What follows belongs to an exercise in optimizing a design on an open flow for small area and few clock cycles per item; a production flow would make more cautious choices. In this exercise RTL edits were held to simulation tests only and were not proved equivalent to the original.

**flow/config.mk**
```make
export PLATFORM = sky130hd
export DESIGN_NAME = fp_mult_pipe
export DESIGN_NICKNAME = fp_mult_pipe
export VERILOG_FILES = /design/flow/design.v
export SDC_FILE = /design/flow/constraint.sdc
export NUM_CORES = 4
export LEC_CHECK = 0
export CAP_MARGIN = 20
export CORE_MARGIN = 2
export CORE_UTILIZATION = 40
export SLEW_MARGIN = 20
```
**flow/constraint.sdc**
```tcl
create_clock -name core_clock -period 7.0 [get_ports {clk}]
set_input_delay 1.4000 -clock core_clock [delete_from_list [all_inputs] [get_ports {clk}]]
set_output_delay 1.4000 -clock core_clock [all_outputs]
set_load 0.01 [all_outputs]
```
**flow/design.v**
```verilog
module fp_mult_pipe #(
  parameter int unsigned EXP_W = 8,
  parameter int unsigned MAN_W = 23,
  parameter int unsigned TAG_W = 4
) (
  input  logic                   clk,
  input  logic                   rstn,
  input  logic                   in_valid,
  output logic                   in_ready,
  input  logic [EXP_W+MAN_W:0]   a,
  input  logic [EXP_W+MAN_W:0]   b,
  input  logic [TAG_W-1:0]       in_tag,
  output logic                   out_valid,
  input  logic                   out_ready,
  output logic [EXP_W+MAN_W:0]   result,
  output logic [TAG_W-1:0]       out_tag,
  output logic [3:0]             flags
);
  localparam int unsigned W      = EXP_W + MAN_W + 1;
  localparam int unsigned SIG_W  = MAN_W + 1;
  localparam int unsigned PROD_W = 2 * SIG_W;
  localparam int unsigned XW     = EXP_W + 2;
  localparam logic [XW-1:0]    BIAS_X    = XW'(2**(EXP_W-1) - 1);
  localparam logic [XW-1:0]    EXP_MAX_X = XW'(2**EXP_W - 1);
  localparam logic [EXP_W-1:0] EXP_ONES  = '1;
  localparam logic [W-1:0]     QNAN      = {1'b0, EXP_ONES, 1'b1, (MAN_W-1)'(0)};
  logic w_adv;
  logic [1:0] w_mode_in;
  assign w_mode_in = 2'b00;
  assign w_adv    = ~(out_valid & ~out_ready);
  assign in_ready = w_adv;
  logic [EXP_W-1:0] w_ea, w_eb;
  logic [MAN_W-1:0] w_fa, w_fb;
  logic w_nan_a, w_nan_b, w_snan_a, w_snan_b, w_inf_a, w_inf_b, w_zero_a, w_zero_b;
  assign w_ea     = a[MAN_W +: EXP_W];
  assign w_eb     = b[MAN_W +: EXP_W];
  assign w_fa     = a[MAN_W-1:0];
  assign w_fb     = b[MAN_W-1:0];
  assign w_nan_a  = (&w_ea) & (|w_fa);
  assign w_nan_b  = (&w_eb) & (|w_fb);
  assign w_snan_a = w_nan_a & ~w_fa[MAN_W-1];
  assign w_snan_b = w_nan_b & ~w_fb[MAN_W-1];
  assign w_inf_a  = (&w_ea) & ~(|w_fa);
  assign w_inf_b  = (&w_eb) & ~(|w_fb);
  assign w_zero_a = ~(|w_ea);
  assign w_zero_b = ~(|w_eb);
  logic r_v1, r_sign1, r_nan1, r_snan1, r_ixz1, r_inf1, r_zero1;
  logic [SIG_W-1:0] r_ma1, r_mb1;
  logic [XW-1:0]    r_exp1;
  logic [TAG_W-1:0] r_tag1;
  logic [1:0]       r_mode1;
  always_ff @(posedge clk or negedge rstn) begin
    if (!rstn) begin
      r_v1 <= 1'b0; r_sign1 <= 1'b0; r_nan1 <= 1'b0; r_snan1 <= 1'b0;
      r_ixz1 <= 1'b0; r_inf1 <= 1'b0; r_zero1 <= 1'b0;
      r_ma1 <= '0; r_mb1 <= '0; r_exp1 <= '0; r_tag1 <= '0; r_mode1 <= 2'b00;
    end else if (w_adv) begin
      r_v1    <= in_valid;
      r_sign1 <= a[W-1] ^ b[W-1];
      r_nan1  <= w_nan_a | w_nan_b;
      r_snan1 <= w_snan_a | w_snan_b;
      r_ixz1  <= (w_inf_a & w_zero_b) | (w_zero_a & w_inf_b);
      r_inf1  <= w_inf_a | w_inf_b;
      r_zero1 <= w_zero_a | w_zero_b;
      r_ma1   <= {1'b1, w_fa};
      r_mb1   <= {1'b1, w_fb};
      r_exp1  <= XW'(w_ea) + XW'(w_eb) - BIAS_X;
      r_tag1  <= in_tag;
      r_mode1 <= w_mode_in;
    end
  end
  logic r_v2, r_sign2, r_nan2, r_snan2, r_ixz2, r_inf2, r_zero2;
  logic [PROD_W-1:0] r_prod2;
  logic [XW-1:0]     r_exp2;
  logic [TAG_W-1:0]  r_tag2;
  logic [1:0]        r_mode2;
  always_ff @(posedge clk or negedge rstn) begin
    if (!rstn) begin
      r_v2 <= 1'b0; r_sign2 <= 1'b0; r_nan2 <= 1'b0; r_snan2 <= 1'b0;
      r_ixz2 <= 1'b0; r_inf2 <= 1'b0; r_zero2 <= 1'b0;
      r_prod2 <= '0; r_exp2 <= '0; r_tag2 <= '0; r_mode2 <= 2'b00;
    end else if (w_adv) begin
      r_v2 <= r_v1; r_sign2 <= r_sign1; r_nan2 <= r_nan1; r_snan2 <= r_snan1;
      r_ixz2 <= r_ixz1; r_inf2 <= r_inf1; r_zero2 <= r_zero1;
      r_prod2 <= PROD_W'(r_ma1) * PROD_W'(r_mb1);
      r_exp2  <= r_exp1; r_tag2 <= r_tag1; r_mode2 <= r_mode1;
    end
  end
  logic w_hi;
  assign w_hi = r_prod2[PROD_W-1];
  logic r_v3, r_sign3, r_nan3, r_snan3, r_ixz3, r_inf3, r_zero3, r_g3, r_r3, r_s3;
  logic [SIG_W-1:0] r_mant3;
  logic [XW-1:0]    r_exp3;
  logic [TAG_W-1:0] r_tag3;
  logic [1:0]       r_mode3;
  always_ff @(posedge clk or negedge rstn) begin
    if (!rstn) begin
      r_v3 <= 1'b0; r_sign3 <= 1'b0; r_nan3 <= 1'b0; r_snan3 <= 1'b0;
      r_ixz3 <= 1'b0; r_inf3 <= 1'b0; r_zero3 <= 1'b0;
      r_g3 <= 1'b0; r_r3 <= 1'b0; r_s3 <= 1'b0;
      r_mant3 <= '0; r_exp3 <= '0; r_tag3 <= '0; r_mode3 <= 2'b00;
    end else if (w_adv) begin
      r_v3 <= r_v2; r_sign3 <= r_sign2; r_nan3 <= r_nan2; r_snan3 <= r_snan2;
      r_ixz3 <= r_ixz2; r_inf3 <= r_inf2; r_zero3 <= r_zero2;
      r_mant3 <= w_hi ? r_prod2[PROD_W-1 -: SIG_W] : r_prod2[PROD_W-2 -: SIG_W];
      r_g3    <= w_hi ? r_prod2[MAN_W]   : r_prod2[MAN_W-1];
      r_r3    <= w_hi ? r_prod2[MAN_W-1] : r_prod2[MAN_W-2];
      r_s3    <= w_hi ? (|r_prod2[MAN_W-2:0]) : (|r_prod2[MAN_W-3:0]);
      r_exp3  <= r_exp2 + XW'(w_hi);
      r_tag3  <= r_tag2; r_mode3 <= r_mode2;
    end
  end
  logic w_any, w_inc, w_carry, w_ovf, w_unf, w_sat;
  logic [SIG_W:0]   w_sum;
  logic [MAN_W-1:0] w_frac;
  logic [XW-1:0]    w_exp_r;
  logic [W-1:0]     w_res;
  logic [3:0]       w_flg;
  assign w_any = r_g3 | r_r3 | r_s3;
  always_comb begin
    w_inc = 1'b0;
    case (r_mode3)
      2'b00:   w_inc = r_g3 & (r_r3 | r_s3 | r_mant3[0]);
      2'b01:   w_inc = 1'b0;
      2'b10:   w_inc = w_any & ~r_sign3;
      default: w_inc = w_any & r_sign3;
    endcase
  end
  assign w_sum   = {1'b0, r_mant3} + (SIG_W+1)'(w_inc);
  assign w_carry = w_sum[SIG_W];
  assign w_frac  = w_carry ? w_sum[MAN_W:1] : w_sum[MAN_W-1:0];
  assign w_exp_r = r_exp3 + XW'(w_carry);
  assign w_ovf   = ~w_exp_r[XW-1] & (w_exp_r >= EXP_MAX_X);
  assign w_unf   = w_exp_r[XW-1] | (w_exp_r == '0);
  assign w_sat   = (r_mode3 == 2'b01) | ((r_mode3 == 2'b10) & r_sign3) |
                   ((r_mode3 == 2'b11) & ~r_sign3);
  always_comb begin
    w_res = {r_sign3, w_exp_r[EXP_W-1:0], w_frac};
    w_flg = {3'b000, w_any};
    if (r_nan3) begin
      w_res = QNAN;
      w_flg = {r_snan3, 3'b000};
    end else if (r_ixz3) begin
      w_res = QNAN;
      w_flg = 4'b1000;
    end else if (r_inf3) begin
      w_res = {r_sign3, EXP_ONES, MAN_W'(0)};
      w_flg = 4'b0000;
    end else if (r_zero3) begin
      w_res = {r_sign3, (W-1)'(0)};
      w_flg = 4'b0000;
    end else if (w_ovf) begin
      w_res = w_sat ? {r_sign3, EXP_ONES - EXP_W'(1), {MAN_W{1'b1}}}
                    : {r_sign3, EXP_ONES, MAN_W'(0)};
      w_flg = 4'b0101;
    end else if (w_unf) begin
      w_res = {r_sign3, (W-1)'(0)};
      w_flg = 4'b0011;
    end
  end
  logic             r_out_valid;
  logic [W-1:0]     r_result;
  logic [TAG_W-1:0] r_out_tag;
  logic [3:0]       r_flags;
  always_ff @(posedge clk or negedge rstn) begin
    if (!rstn) begin
      r_out_valid <= 1'b0; r_result <= '0; r_out_tag <= '0; r_flags <= 4'b0000;
    end else if (w_adv) begin
      r_out_valid <= r_v3;
      r_result    <= w_res;
      r_out_tag   <= r_tag3;
      r_flags     <= w_flg;
    end
  end
  assign out_valid = r_out_valid;
  assign result    = r_result;
  assign out_tag   = r_out_tag;
  assign flags     = r_flags;
endmodule
```
**flow/run.sh**
```bash
#!/bin/bash
# synth_recipe.tcl (not shown) runs the flow's synth.tcl, then flattens the netlist and writes it again
# the make line also repeats each setting of config.mk as NAME=value (left out here)
make -C /OpenROAD-flow-scripts/flow DESIGN_CONFIG=/design/flow/config.mk WORK_HOME=/design/flow/orfs CLKGATE_MAP_FILE= SYNTH_SCRIPT=/design/flow/synth_recipe.tcl finish
```
==> run_results.csv <==
group,metric,value,unit
status,status,"timing/DRC/antenna clean",
routing,vias,21620,
setup_path,critPathBufInv,6,
clocking,clock_sinks,226,
timing,finalSetupTns,0,ps
setup_path,crit_type,"flip-flop to flip-flop",
timing,fin_ws,262.7,ps
timing,drv_slew,0,
layout,diodes,0,
logic_synthesis,synthMuxAreaShare,1.040,%
place,dpl.hpwl,59.28,mm
setup_path,critical_path_arrival,7180,ps
logic_synthesis,synth_top_family_by_area,"adder cells",
logic_synthesis,synth_top_area_share,33.36,%
setup_path,critPathMaxFanout,18,
logic_synthesis,ys_warn_count,1,
logic_synthesis,netlist-cell-type-count,64,
setup_path,path_cells,"buf_12 > and2_1 > fa_1 > fa_1 > inv_1 > fa_1 > fa_1 > inv_1 > fa_1 > fa_1 > inv_1 > fa_1 > inv_1 > ha_1 > a21oi_1 > o21ai_1 > or3_1 > o211ai_1 > buf_4 > o221a_2 > o21ai_2 > a2111oi_1 > a211oi_1",
routing,drt-vias-per-instance,4.963,
clocking,cts_made_buffers,29,
layout,design_area,33030,sq um
timing,max_slew_margin,23.60,%
place,preCtsSetupSlack,34.10,ps
logic_synthesis,syn_avg_cell_area,8.885,sq um
logic_synthesis,async_reset_ff_share,100.0,%
timing,final-setup-viol-count,0,
logic_synthesis,ys.flop_type,"dfrtp_1",
floorplan,die_area,74630,sq um
setup_path,crit_path_frequent_cell,"fa_1",
layout,area_delta_synth_final,13.96,%
timing,finalHoldViolCount,0,
routing,wl_per_cell,16.77,microns
global_route,grt_antenna_before_repair,1,
logic_synthesis,synth_area,28980,sq um
place,routabilityCongestion,0.8758,
routing,drc_errors,0,
logic_synthesis,yosysMostFrequentCell,"nand2_1",
setup_path,required,7440,ps
logic_synthesis,netlist_instances,3262,
routing,drt-initial-drc-count,1096,
setup_path,crit_path_start_kind,"flip-flop",
routing,routed_wl,73.05,mm
routing,postRouteAntennaNets,0,
setup_path,worst_setup_path_end_kind,"flip-flop",
floorplan,chipHeight,273.2,microns
clocking,path_clk_slew,60,ps
setup_path,max_stage_delay,580,ps
timing,rsz0062_at_grt,"no",
logic_synthesis,synth_edf_count,0,
place,port_buffers,113,
layout,fin_nets,4136,
clocking,cts_tree,"yes",
floorplan,dieWidth,273.2,microns
logic_synthesis,synth_fa_ha_area_share,41.74,%
global_route,grt_pass1_wl,120.2,mm
setup_path,crit_family,"adder cells",
logic_synthesis,synth_top_area_cell,"fa_1",
logic_synthesis,synth_common_cells,"nand2_1 (696), inv_1 (564), fa_1 (483)",
clocking,h-tree-depth,1,
logic_synthesis,synthSimpleGateAreaFrac,19.63,%
logic_synthesis,synth_nets,4011,
timing,fin_skew,39.67,ps
routing,dr.pass1.iters,5,
floorplan,initial_core_util,40.48,%
timing,worst_pin_slew,1137,ps
timing,fmax,148.4,MHz
logic_synthesis,synth_compound_area_share,6.350,%
clocking,clock_latency,600,ps
clocking,cts_root_buf,"clkbuf_16",
layout,drive_gt1_share,7.338,%
clocking,clockBufferDepth,3,
logic_synthesis,synth_area_leaders,"fa_1 (33%), dfrtp_1 (20%), nand2_1 (9.0%), ha_1 (8.4%), inv_1 (7.3%)",
floorplan,io_pins,114,
logic_synthesis,seq_area_frac_synth,19.51,%
logic_synthesis,synthXorXnorAreaFrac,2.327,%
global_route,grt-ovfl-total,0,
flow_run,maxCapViolations,0,
floorplan,num_rows,98,
global_route,groute.usage.overall,20.19,%
timing,fin_crit,6737,ps
clocking,postCtsHoldBufs,0,
setup_path,crit_slowest_cell,"fa_1",
global_route,grt_pass1_vias,22580,
hold_path,hp-class,"flip-flop to flip-flop",
logic_synthesis,ys_ff_latch,226,
place,placed_cell_area,31910,sq um
floorplan,core_region_area,71610,sq um
global_route,grt_start_max_net_pins,229,
timing,min_period_over_period,96.25,%
flip-flops by register name (all words and copies together), names as in the netlist, 4 cells and up:
register   flops
r_exp2        10
r_mant3       24
r_tag1         4
r_exp1        10
r_out_tag      4
r_exp3        10
r_tag2         4
r_flags        4
r_ma1         23
r_result      32
r_mb1         24
r_prod2       48
r_tag3         4
through the flow:
step	hold WS, ps	std cells	utilization, %
final	461.9	4357	46.12
after floorplan	430.0	3262	-
after detailed placement	453.7	4299	44.56
after CTS	469.0	4350	45.91
after global routing	484.7	4357	46.12
after global placement	445.9	4299	44.56
placed cells by master, fill, tap and decap left out, types with 8 or more instances in the layout:
cell type,count
a21oi_1,84
nor3_1,11
mux2i_1,29
nor2_1,92
nand4_1,17
fa_1,483
xor2_1,31
a21o_1,19
ha_1,193
inv_1,563
and2_1,305
o21ai_0,95
nor4_1,18
buf_4,122
a22o_1,10
nor2b_1,9
clkdlybuf4s50_1,112
o21bai_1,8
nand3_1,34
o21a_1,12
buf_12,15
xnor2_1,46
o211ai_1,8
dfrtp_2,26
nand2_1,696
clkbuf_16,29
a31oi_1,15
dfrtp_1,199
and3_1,11
final timing paths:
path	cells after the start	slack, ps	startpoint	to
setup / recovery	23	260	r_ma1[17]	r_prod2[45]
hold / removal	2	460	r_v3	r_v3
setup reg to reg	23	260	r_ma1[17]	r_prod2[45]
hold reg to reg	2	460	r_v3	r_v3
max in group asynchronous	2	4530	rstn	r_mb1[14]
min in group asynchronous	1	850	rstn	r_exp1[7]
layout make-up:
cell class	instances	area (sq um)
Clock inverter	15	157.7
Clock buffer	36	812.0
Inverter	564	2122
Tap cell	950	1189
Fill cell	7073	38580
Multi-Input combinational cell	2311	20660
Timing Repair Buffer	255	2401
Sequential cell	226	5692
timing repair:
item / in CTS / in global routing
setup buffers: 0 / 7
setup endpoints to repair: 0 / 24
hold endpoints to repair: 0 / 0
gates resized for setup: 0 / 45
per-layer routing:
| layer | part of all wire (%) | up-vias | track usage, % | routed length (microns) |
|---|---|---|---|---|
| met4 | 3.1 | 0 | 5.436 | 2293 |
| li1 | - | 10170 | - | - |
| met5 | 0 | - | 0 | 0 |
| met1 | 44 | 10920 | 27.06 | 32050 |
| met3 | 4.4 | 105 | 2.728 | 3197 |
| met2 | 49 | 430 | 34.36 | 35500 |
tightest hold or removal path, cell delays in order (launching register included):
cell,delay [ps]
dfrtp_1,340
nand2_1,50
nand2_1,50
logic make-up after synthesis:
group           Yosys count
simple gates           1227
buf+inv                 725
fa+ha+maj               677
compound gates          300
flops                   226
xor+xnor                 77
mux                      30
Testbench counts, summed over its fixed seeds: cycles 16,032, items 16,000.

[separate check: timing with driven ports]
The results above use ideal ports. As a check the final layout listed here was re-extracted and re-timed, cells and wires unchanged.
Step 1 (the two cells are an assumption about what drives the block):
set clk [get_ports {clk}]
set_driving_cell -lib_cell sky130_fd_sc_hd__clkbuf_16 $clk
set_driving_cell -lib_cell sky130_fd_sc_hd__buf_2 [delete_from_list [all_inputs] $clk]
Step 2 times the ports against the registers' clock, not the clock port: input delays grow and output delays shrink by t, the midpoint of the rising clock arrivals with the driver on.
Slacks: ideal ports / drivers / drivers and shift; pairs: ideal ports / drivers.
shift t [ns]: 0.642
setup slack, ns: 0.263 / 0.263 / 0.263
slew at the worst register clock pin (ns): 0.07 / 0.07
worst data-port slew with drivers (ns): 0.06
After both steps this run still meets setup and hold. The setup slack of this run moves by 0.000 ns with the drivers and by 0.000 ns with both steps.
